Background: an optimization exercise with open tools, aiming at small area, a short achievable clock period and few clock cycles per item. Do not read the settings as production practice. At most, simulation tests tie the RTL to the original design; equivalence was not proved.

==> inputs of run D <==
// rv64m_mul_sequencer
module rv64m_mul_sequencer (
  input  logic          clk,
  input  logic          rst_n,
  input  logic          flush,
  input  logic          in_valid,
  output logic          in_ready,
  input  logic [1:0]    in_op,
  input  logic          in_word,
  input  logic [63:0]   in_rs1,
  input  logic [63:0]   in_rs2,
  output logic          out_valid,
  input  logic          out_ready,
  output logic [63:0]   out_result,
  output logic [127:0]  out_product,
  output logic          busy
);
Settings: LEC_CHECK=0, CAP_MARGIN=20, CORE_MARGIN=10, CORE_UTILIZATION=55, SLEW_MARGIN=20, SYNTH_HIERARCHICAL=1, SYNTH_MINIMUM_KEEP_SIZE=0, TNS_END_PERCENT=0; clock period 11.0 ns.
standard.sh (not shown) runs the stock make flow with config.mk's settings and CLKGATE_MAP_FILE= SYNTH_SCRIPT=/design/flow/synth_recipe.tcl, a recipe that flattens the netlist after the stock synthesis.
==> flow/flow/run.sh <==
#!/bin/bash
# The standard layout (standard.sh, all of ORFS from synthesis to the final
# DEF) with three changes to how the layout is made:
#  - the port buffers are buf_2 cells (the default picks a slow delay cell);
#  - at the end of floorplan, flow/downsize.tcl gives every logic cell its
#    smallest drive strength, so that repair sizes up only what needs it;
#  - timing repair aims for 5.9 ns more setup slack than the clock needs.
# ORFS's own logs stay under orfs/logs; make's output goes to standard.log.
set -euo pipefail
here=$(pwd)
bash standard.sh \
  "BUFFER_PORTS_ARGS=-buffer_cell sky130_fd_sc_hd__buf_2" \
  "POST_FLOORPLAN_TCL=$here/flow/downsize.tcl" \
  SETUP_SLACK_MARGIN=5.9 \
  finish > standard.log 2>&1
==> flow/flow/downsize.tcl <==
# Runs at the end of ORFS's floorplan step (POST_FLOORPLAN_TCL): gives every
# logic cell the smallest drive strength of its kind. The later repair steps
# (repair_design, repair_timing) size up what timing, slew and load need.
set dont [split $::env(DONT_USE_CELLS)]
set smallest [dict create]
set n 0
foreach inst [get_cells *] {
  set ref [get_property $inst ref_name]
  if {![regexp {^(sky130_fd_sc_hd__[a-z0-9]+)_([0-9]+)$} $ref -> base drv]} { continue }
  if {[regexp {tap|conb|fill|decap|clk|dly} $base]} { continue }
  if {![dict exists $smallest $base]} {
    set best ""
    set ba 1e9
    foreach lc [get_lib_cells ${base}_*] {
      set nm [get_name $lc]
      if {![regexp "^${base}_\[0-9\]+\$" $nm]} { continue }
      if {[lsearch -exact $dont $nm] >= 0} { continue }
      set a [get_property $lc area]
      if {$a < $ba} { set ba $a; set best $nm }
    }
    dict set smallest $base $best
  }
  set best [dict get $smallest $base]
  if {$best ne "" && $best ne $ref} {
    replace_cell $inst $best
    incr n
  }
}
puts "downsize.tcl: $n cells given their smallest drive strength"
==> inputs of run E, as changes to run D <==
--- a/flow/flow/run.sh
+++ b/flow/flow/run.sh
@@ -6,3 +6,3 @@
 #    smallest drive strength, so that repair sizes up only what needs it;
-#  - timing repair aims for 5.9 ns more setup slack than the clock needs.
+#  - timing repair aims for 6.2 ns more setup slack than the clock needs.
 # ORFS's own logs stay under orfs/logs; make's output goes to standard.log.
@@ -13,3 +13,3 @@
   "POST_FLOORPLAN_TCL=$here/flow/downsize.tcl" \
-  SETUP_SLACK_MARGIN=5.9 \
+  SETUP_SLACK_MARGIN=6.2 \
   finish > standard.log 2>&1
TNS_END_PERCENT = unset   (was 0)
==> inputs of run Y, as changes to run D <==
==> flow/flow/run.sh (replaced) <==
#!/bin/bash
# The standard layout (standard.sh, all of ORFS from synthesis to the final
# DEF) with three changes to how the layout is made:
#  - the port buffers are buf_1 cells (the default picks a slow delay cell);
#  - at the end of floorplan, flow/downsize.tcl gives every logic cell its
#    smallest drive strength, so that repair sizes up only what needs it;
#  - timing repair aims for 6.15 ns more setup slack than the clock needs.
# ORFS's own logs stay under orfs/logs; make's output goes to standard.log.
set -euo pipefail
here=$(pwd)
bash standard.sh \
  "BUFFER_PORTS_ARGS=-buffer_cell sky130_fd_sc_hd__buf_1" \
  "POST_FLOORPLAN_TCL=$here/flow/downsize.tcl" \
  SETUP_SLACK_MARGIN=6.15 \
  finish > standard.log 2>&1
==> inputs of run B, as changes to run D <==
--- a/flow/flow/run.sh
+++ b/flow/flow/run.sh
@@ -6,3 +6,3 @@
 #    smallest drive strength, so that repair sizes up only what needs it;
-#  - timing repair aims for 5.9 ns more setup slack than the clock needs.
+#  - timing repair aims for 6.15 ns more setup slack than the clock needs.
 # ORFS's own logs stay under orfs/logs; make's output goes to standard.log.
@@ -13,3 +13,3 @@
   "POST_FLOORPLAN_TCL=$here/flow/downsize.tcl" \
-  SETUP_SLACK_MARGIN=5.9 \
+  SETUP_SLACK_MARGIN=6.15 \
   finish > standard.log 2>&1
CORE_UTILIZATION = 70   (was 55)
==> summary of the runs <==
- Area after synthesis is the same in run D and run Y.
- Final cell count: run E > run D > run Y > run B.
- The lowest global-route usage belongs to run Y, the highest to run B.
- In flip-flop and latch count, run E and run Y do not differ.
Testbench counts of run D, summed over its fixed seeds: cycles 9,608, items 3,200.
Testbench counts of run E, summed over its fixed seeds: cycles 9,608, items 3,200.
Testbench counts of run Y, summed over its fixed seeds: cycles 9,608, items 3,200.
Testbench counts of run B, summed over its fixed seeds: cycles 9,608, items 3,200.


==> inputs of run a <==
Starting RTL as in the previous note.
export LEC_CHECK = 0
export CAP_MARGIN = 20
export CORE_MARGIN = 10
export CORE_UTILIZATION = 55
export SLEW_MARGIN = 20
export SYNTH_HIERARCHICAL = 1
export SYNTH_MINIMUM_KEEP_SIZE = 0
export TNS_END_PERCENT = 0
create_clock -name core_clock -period 11.0 [get_ports {clk}]
==> flow/flow/run.sh <==
#!/bin/bash
# The standard layout (standard.sh, all of ORFS from synthesis to the final
# DEF) with three changes to how the layout is made:
#  - the port buffers are buf_2 cells (the default picks a slow delay cell);
#  - at the end of floorplan, flow/downsize.tcl gives every logic cell its
#    smallest drive strength, so that repair sizes up only what needs it;
#  - timing repair aims for 6.15 ns more setup slack than the clock needs.
# ORFS's own logs stay under orfs/logs; make's output goes to standard.log.
set -euo pipefail
here=$(pwd)
bash standard.sh \
  "BUFFER_PORTS_ARGS=-buffer_cell sky130_fd_sc_hd__buf_2" \
  "POST_FLOORPLAN_TCL=$here/flow/downsize.tcl" \
  SETUP_SLACK_MARGIN=6.15 \
  finish > standard.log 2>&1
Scripts as last shown in full above: flow/flow/downsize.tcl
==> inputs of run b, as changes to run a <==
==> flow/run.sh (new file) <==
#!/bin/bash
# synth_recipe.tcl (not shown) runs the flow's synth.tcl, then flattens the netlist and writes it again
# the make line also repeats each setting of config.mk as NAME=value (left out here)
make -C /OpenROAD-flow-scripts/flow DESIGN_CONFIG=/design/flow/config.mk WORK_HOME=/design/flow/orfs CLKGATE_MAP_FILE= SYNTH_SCRIPT=/design/flow/synth_recipe.tcl finish
--- a/flow/config.mk
+++ b/flow/config.mk
@@ -9,6 +9,6 @@
 export CORE_MARGIN = 10
 export CORE_UTILIZATION = 55
+export SETUP_SLACK_MARGIN = 5
 export SLEW_MARGIN = 20
 export SYNTH_HIERARCHICAL = 1
 export SYNTH_MINIMUM_KEEP_SIZE = 0
-export TNS_END_PERCENT = 0
removed: flow/flow/run.sh
removed: flow/flow/downsize.tcl
removed: flow/standard.sh
==> inputs of run c, as changes to run a <==
--- a/flow/flow/downsize.tcl
+++ b/flow/flow/downsize.tcl
@@ -28,2 +28,7 @@
 }
 puts "downsize.tcl: $n cells given their smallest drive strength"
+
+# Nets with many loads (the Booth digit registers drive a whole row each) get
+# buffer trees in repair_design rather than one long chain.
+set_max_fanout 16 [current_design]
+puts "downsize.tcl: max fanout 16 for repair_design"
==> summary of the runs <==
Synthesized area is the same in run c and run a. Between run a and run c, the lower design area is in run a (gap about 2.7%, measured against run c). In sequential cell count, run b and run a do not differ. Wire length, highest first: run b, run a, run c. Die area is the same in run c and run b. The highest first-iteration DRC count belongs to run a, the lowest to run b. The lowest global-route usage belongs to run c, the highest to run b.
==> figures <==
                                                                               run a            run b            run c
Clock Skews                                                               0.05490 ns       0.03625 ns       0.06834 ns
Setup slack, reg-to-reg                                                      5.40 ns          5.25 ns          5.39 ns
Status                                                                finished clean   finished clean   finished clean
Beginning of the worst register-to-register path                     neg[10]$_DFF_P_  first_q$_DFF_P_  two[15]$_DFF_P_
Share of final-layout standard cells stronger than drive strength 1           13.87%           27.00%           16.49%
Nets                                                                            7812             7781             8057
Maximum number of pins on one net before global-route repair                      78              170               17
Buffer count from post-CTS setup fixing                                           80               58               45
Met2 wire length                                                           121300 um        130200 um        124000 um
Multi-input comb cells                                                          5150             5151             5150
Setup ws final                                                              5.321 ns         4.903 ns         5.372 ns
Buffers excl. clock                                                              636              603              883
Global routing met3 resource utilization                                      15.46%           12.70%           9.956%
GR Layer Usage met2                                                           58.89%           63.43%           60.59%
Worst hold path cell count                                                         1                2                2
Post-route cell area                                                     0.07042 mm2      0.07795 mm2      0.07235 mm2
Testbench counts of run a, summed over its fixed seeds: cycles 9,608, items 3,200.
Testbench counts of run b, summed over its fixed seeds: cycles 9,608, items 3,200.
Testbench counts of run c, summed over its fixed seeds: cycles 9,608, items 3,200.


==> wip/pepper: inputs <==
Another version of the RTL of rv64m_mul_sequencer (not shown whole).
clock: 11.0 ns
lec_check: 0
cap_margin: 20
core_margin: 10
core_utilization: 55
cts_cluster_diameter: 100
cts_cluster_size: 30
slew_margin: 20
synth_hierarchical: 1
synth_minimum_keep_size: 0
==> flow/flow/run.sh <==
#!/bin/bash
# The standard layout (standard.sh, all of ORFS from synthesis to the final
# DEF) with three changes to how the layout is made:
#  - the port buffers are buf_2 cells (the default picks a slow delay cell);
#  - at the end of floorplan, flow/downsize.tcl gives every logic cell its
#    smallest drive strength, so that repair sizes up only what needs it;
#  - timing repair aims for 6.2 ns more setup slack than the clock needs.
# ORFS's own logs stay under orfs/logs; make's output goes to standard.log.
set -euo pipefail
here=$(pwd)
bash standard.sh \
  "BUFFER_PORTS_ARGS=-buffer_cell sky130_fd_sc_hd__buf_2" \
  "POST_FLOORPLAN_TCL=$here/flow/downsize.tcl" \
  SETUP_SLACK_MARGIN=6.2 \
  finish > standard.log 2>&1
==> flow/flow/downsize.tcl <==
# Runs at the end of ORFS's floorplan step (POST_FLOORPLAN_TCL): gives every
# logic cell the smallest drive strength of its kind. The later repair steps
# (repair_design, repair_timing) size up what timing, slew and load need.
set dont [split $::env(DONT_USE_CELLS)]
set smallest [dict create]
set n 0
foreach inst [get_cells *] {
  set ref [get_property $inst ref_name]
  if {![regexp {^(sky130_fd_sc_hd__[a-z0-9]+)_([0-9]+)$} $ref -> base drv]} { continue }
  if {[regexp {tap|conb|fill|decap|clk|dly} $base]} { continue }
  if {![dict exists $smallest $base]} {
    set best ""
    set ba 1e9
    foreach lc [get_lib_cells ${base}_*] {
      set nm [get_name $lc]
      if {![regexp "^${base}_\[0-9\]+\$" $nm]} { continue }
      if {[lsearch -exact $dont $nm] >= 0} { continue }
      set a [get_property $lc area]
      if {$a < $ba} { set ba $a; set best $nm }
    }
    dict set smallest $base $best
  }
  set best [dict get $smallest $base]
  if {$best ne "" && $best ne $ref} {
    replace_cell $inst $best
    incr n
  }
}
puts "downsize.tcl: $n cells given their smallest drive strength"
==> inputs of wip/amber, as changes to wip/pepper <==
--- a/flow/flow/run.sh
+++ b/flow/flow/run.sh
@@ -6,3 +6,3 @@
 #    smallest drive strength, so that repair sizes up only what needs it;
-#  - timing repair aims for 6.2 ns more setup slack than the clock needs.
+#  - timing repair aims for 6.15 ns more setup slack than the clock needs.
 # ORFS's own logs stay under orfs/logs; make's output goes to standard.log.
@@ -13,3 +13,3 @@
   "POST_FLOORPLAN_TCL=$here/flow/downsize.tcl" \
-  SETUP_SLACK_MARGIN=6.2 \
+  SETUP_SLACK_MARGIN=6.15 \
   finish > standard.log 2>&1
--- a/flow/config.mk
+++ b/flow/config.mk
@@ -10,4 +10,2 @@
 export CORE_UTILIZATION = 55
-export CTS_CLUSTER_DIAMETER = 100
-export CTS_CLUSTER_SIZE = 30
 export SLEW_MARGIN = 20
@@ -15 +13,2 @@
 export SYNTH_MINIMUM_KEEP_SIZE = 0
+export TNS_END_PERCENT = 0
==> inputs of wip/violet, as changes to wip/pepper <==
--- a/flow/config.mk
+++ b/flow/config.mk
@@ -10,4 +10,2 @@
 export CORE_UTILIZATION = 55
-export CTS_CLUSTER_DIAMETER = 100
-export CTS_CLUSTER_SIZE = 30
 export SLEW_MARGIN = 20
==> out/results.txt <==
outcome: complete, no violations
worst setup slack after layout: 5.33 ns
routed wire length: 328 mm
Tcrit/Tclk final: 51.5%
Hold Slack: 0.552 ns
H-tree levels: 2
R2R setup slack: 6.15 ns
commonest non-fill, non-tap cell in the layout: fa_1
CP Data Arrival Time: 3.47 ns
Worst path depth: 12
Crit path top cell by count: nor2_4
final clock skew: 0.0352 ns
[end of results for wip/violet]
==> out/results.txt <==
Crit path top cell by count: a21oi_2
Hold Slack: 0.562 ns
commonest non-fill, non-tap cell in the layout: fa_1
H-tree levels: 1
fmax: 177 MHz
worst setup slack after layout: 5.35 ns
Top Layer Used: met5
CP Data Arrival Time: 3.45 ns
outcome: complete, no violations
Worst path depth: 12
R2R setup slack: 6.15 ns
Tcrit/Tclk final: 51.4%
Logic inverters: 141
routed wire length: 330 mm
[end of results for wip/pepper]
==> out/results.txt <==
Tcrit/Tclk final: 50.8%
CP Data Arrival Time: 5.94 ns
R2R setup slack: 5.42 ns
Worst path depth: 9
final clock skew: 0.0298 ns
Hold Slack: 0.541 ns
commonest non-fill, non-tap cell in the layout: xnor2_1
H-tree levels: 2
outcome: complete, no violations
[end of results for wip/amber]
No run of this note included a check of the RTL's function; only the layout flow was run.

[port drivers added, routing unchanged]
The results above use ideal ports. As a check the final layouts listed here were re-extracted and re-timed, cells and wires unchanged.
Step 1 (the two cells are an assumption about what drives the block):
set clk [get_ports {clk}]
set_driving_cell -lib_cell sky130_fd_sc_hd__clkbuf_16 $clk
set_driving_cell -lib_cell sky130_fd_sc_hd__buf_2 [delete_from_list [all_inputs] $clk]
Step 2 also shifts input and output timing later by t, the mid clock arrival at the registers, as if the neighbouring blocks saw the same clock.
a / b / c = ideal ports / drivers / drivers and shift; a / b = the first two.
run | shift t [ns] | setup slack, ns | worst setup path after step 2
run D of note 1 | 0.743 | 5.321 / 5.246 / 5.398 | register to register
run E of note 1 | 0.758 | 5.276 / 5.204 / 5.963 | register to output
run Y of note 1 | 0.748 | 5.302 / 5.244 / 5.302 | register to register
run B of note 1 | 0.738 | 5.327 / 5.320 / 5.327 | register to register
run a of note 2 | 0.743 | 5.321 / 5.246 / 5.398 | register to register
run b of note 2 | 0.733 | 4.903 / 4.825 / 5.131 | input to output
run c of note 2 | 0.738 | 5.372 / 5.289 / 5.393 | register to register
wip/pepper | 0.786 | 5.351 / 5.264 / 6.050 | register to output
wip/amber | 0.743 | 5.415 / 5.344 / 5.415 | register to register
wip/violet | 0.758 | 5.331 / 5.252 / 6.010 | register to output
After both steps every run listed still meets setup and hold.
